Context: an optimization exercise on an open-source flow, tuned for small area, a short achievable clock period and few clock cycles per item. The choices shown serve that exercise and are no tape-out recipe. Function was checked by simulation only, so behaviour that the tests miss may differ from the original. No activity file was given, so power comes from the tool's default toggle rates.

==> flow/design.v (excerpt) <==
module circular_list_engine (
    input  logic        i_clk,
    input  logic        i_rst_n,
    input  logic        in_valid,
    output logic        in_ready,
    input  logic [2:0]  in_op,
    input  logic [31:0] in_new_value,
    input  logic [31:0] in_anchor_key,
    output logic        out_valid,
    input  logic        out_ready,
    output logic [31:0] out_element,
    output logic [1:0]  out_status,
    output logic        out_final_res,
    output logic [6:0]  out_occupancy
);
For scale: roughly 15,000 cells after synthesis, about 2,400 flip-flops.
export LEC_CHECK = 0
export CAP_MARGIN = 20
export CORE_MARGIN = 2
export CORE_UTILIZATION = 45
export CTS_CLUSTER_DIAMETER = 80
export CTS_CLUSTER_SIZE = 30
export SETUP_SLACK_MARGIN = 2.2
export SLEW_MARGIN = 20
export SYNTH_HIERARCHICAL = 1
export TNS_END_PERCENT = 20
create_clock -name core_clock -period 5.0 [get_ports {i_clk}]
run.sh (not shown) runs the stock make flow with config.mk's settings and CLKGATE_MAP_FILE= SYNTH_SCRIPT=/design/flow/synth_recipe.tcl, a recipe that flattens the netlist after the stock synthesis.
Testbench counts at the start, summed over its fixed seeds: cycles 78,932, ops 16,000.
Then changed:
--- a/flow/design.v
+++ b/flow/design.v
@@ -111,42 +111,40 @@
     localparam int N = 64;
     logic        q_v;
     logic [2:0]  q_op;
     logic [31:0] q_val, q_cmp;
     logic        x_v;
     logic [2:0]  x_op;
     logic        x_st, x_hd, x_tl, x_af, x_del, x_ls;
     logic [31:0] x_val;
     logic [N-1:0] x_m;
     logic [31:0] r_el [N];
     logic [N-1:0] r_tm;
-    logic        q_epre;
     logic [6:0]  r_cnt;
     logic        r_more;
     logic [6:0]  r_rem;
     logic        o_v, s_v;
     logic [41:0] o_d, s_d;
     logic go, empty, full, done, adv, found;
     logic op_start, op_hd, op_tl, op_af, op_del, op_ls;
     logic g_hd, g_af, g_del, g_ls, g_st;
     logic [N-1:0] mr, col, pf, tl_pos, last_pos;
     logic [N-1:0] sel_up, sel_dn, sel_bus, sel_hold;
     logic [N-1:0] m_next;
     logic [31:0] el_next [N];
     logic [31:0] bus;
     logic        e;
     logic [41:0] res;
     logic [1:0]  st, st_f, st_n;
     logic [6:0]  occ, occ_f, occ_n, cnt_f, cnt_n, cnt_next;
     logic [N-1:0] tm_f, tm_n, tm_next;
-    logic [31:0] in_cmp;
     assign empty = ~r_tm[0];
     assign full  = r_tm[N-1];
     assign go    = x_v & ~s_v;
     assign op_start = x_st;
     assign op_hd  = x_hd;
     assign op_tl  = x_tl;
     assign op_af  = x_af;
     assign op_del = x_del;
     assign op_ls  = x_ls;
     assign g_st  = go & op_start;
     assign g_hd  = go & op_hd;
@@ -159,23 +157,23 @@
     always_comb begin
         for (int i = 0; i < N; i++) begin
             tl_pos[i]   = ~r_tm[i] & ((i == 0) ? 1'b1 : r_tm[(i == 0) ? 0 : i - 1]);
             last_pos[i] = r_tm[i] & ((i == N - 1) ? 1'b1 : ~r_tm[(i == N - 1) ? i : i + 1]);
         end
     end
     assign bus = op_ls ? r_el[0] : x_val;
     for (genvar i = 0; i < N; i++) begin : g_cmp
         cle_cmp u_cmp (.i_a(r_el[i]), .i_b(q_cmp), .o_eq(mr[i]));
     end
     assign col = mr & r_tm;
-    assign e = op_ls ? col[0] : q_epre;
+    assign e = (bus == q_cmp);
     cle_prefix u_pf (.i_m(x_m), .o_p(pf));
     assign found = pf[N-1];
     for (genvar i = 0; i < N; i++) begin : g_sel
         logic f_up, f_dn, f_bus, f_chg;
         assign f_up  = (i != 0) & g_hd;
         assign f_dn  = (i != N - 1) & g_ls & r_tm[(i == N - 1) ? i : i + 1];
         assign f_bus = ((g_st | g_hd) & (i == 0)) | (go & op_tl & tl_pos[i]) |
                        (g_ls & last_pos[i]);
         assign f_chg = g_hd | (g_st & (i == 0)) | (go & op_tl & tl_pos[i]) | (g_ls & r_tm[i]);
         cle_selgen u_sel (
             .i_pf_i(pf[i]),
@@ -294,24 +292,23 @@
                 o_v <= s_v | go;
                 s_v <= 1'b0;
             end else if (go) begin
                 s_v <= 1'b1;
             end
         end
     end
     always_ff @(posedge i_clk) begin
         if (o_ready & i_valid) begin
             q_op  <= i_op;
             q_val <= i_new_value;
-            q_cmp <= in_cmp;
-            q_epre <= (in_cmp == (adv ? q_val : x_val));
+            q_cmp <= (i_op == cle_pkg::OP_INS_AF) ? i_anchor_key : i_new_value;
         end
         if (adv) begin
             x_op  <= q_op;
             x_val <= q_val;
             x_m   <= m_next & {{(N-1){~g_st}}, 1'b1};
             r_rem <= cnt_next - 7'd1;
             x_st  <= (q_op == cle_pkg::OP_START) |
                      ((q_op == cle_pkg::OP_INS_HD || q_op == cle_pkg::OP_INS_TL ||
                        q_op == cle_pkg::OP_INS_AF) & ~tm_next[0]);
             x_hd  <= (q_op == cle_pkg::OP_INS_HD) & tm_next[0] & ~tm_next[N-1];
             x_tl  <= (q_op == cle_pkg::OP_INS_TL) & tm_next[0] & ~tm_next[N-1];
@@ -319,23 +316,22 @@
             x_del <= (q_op == cle_pkg::OP_DELETE) & tm_next[0];
             x_ls  <= (q_op == cle_pkg::OP_LIST) & tm_next[0];
         end else if (g_ls) begin
             r_rem <= r_rem - 7'd1;
         end
         if (!o_v | i_ready) begin
             o_d <= s_v ? s_d : res;
         end else if (go) begin
             s_d <= res;
         end
     end
-    assign in_cmp = (i_op == cle_pkg::OP_INS_AF) ? i_anchor_key : i_new_value;
     assign o_valid = o_v;
     assign {o_element, o_status, o_final, o_occupancy} = o_d;
 endmodule
 `timescale 1ns / 1ps
 module circular_list_engine (
     input  logic        i_clk,
     input  logic        i_rst_n,
     input  logic        in_valid,
     output logic        in_ready,
     input  logic [2:0]  in_op,
     input  logic [31:0] in_new_value,
What happened: Cell area went down by about 1.3%; total power went down by about 5.4%; first-iteration DRC count went up by about 6.4%; fmax went up by about 0.5%; critical path depth went down by 2; combinational power went down by about 23%; worst setup slack gains 0.015 ns; wire length went down by 3.5%; sequential share of layout area went up by 0.65 points; cell count went down by about 2%; via count went down by 3.3%; synthesized cell count went down by 1.9%; non-clock buffer count went down by 81; count of clock-buffer cells in the layout went down by 3.
Testbench counts after the change, summed over its fixed seeds: cycles 78,932, ops 16,000.

==> port drivers added, routing unchanged <==
No port has a modelled driver above. Below, the same layouts with a new extraction and two added sets of constraints.
Step 1 sets driving cells, clkbuf_16 on the clock port and buf_2 on the other inputs (assumed; they add their load-dependent delay and slew).
Step 2 adds t to the input delays and takes it off the output delays; t is the mean of the earliest and latest rising clock arrival at the registers after step 1. Input paths then give back, and output paths get back, about the clock's delay inside the block.
Three values: ideal ports, drivers, drivers and shift; two values: the first two.
run	t, ns	slack for setup (ns)	worst setup path at the end	latest minus earliest clock arrival (ns)	worst data-port slew with drivers (ns)
the first run	0.984	1.965 / 1.955 / 1.367	input to register	0.100 / 0.101	0.06
the second run	0.990	1.980 / 1.980 / 1.800	input to register	0.087 / 0.087	0.16
After both steps every run listed still meets setup and hold. The setup slack of the first run, which loses most, moves by -0.010 ns with the drivers and by -0.598 ns with both steps.
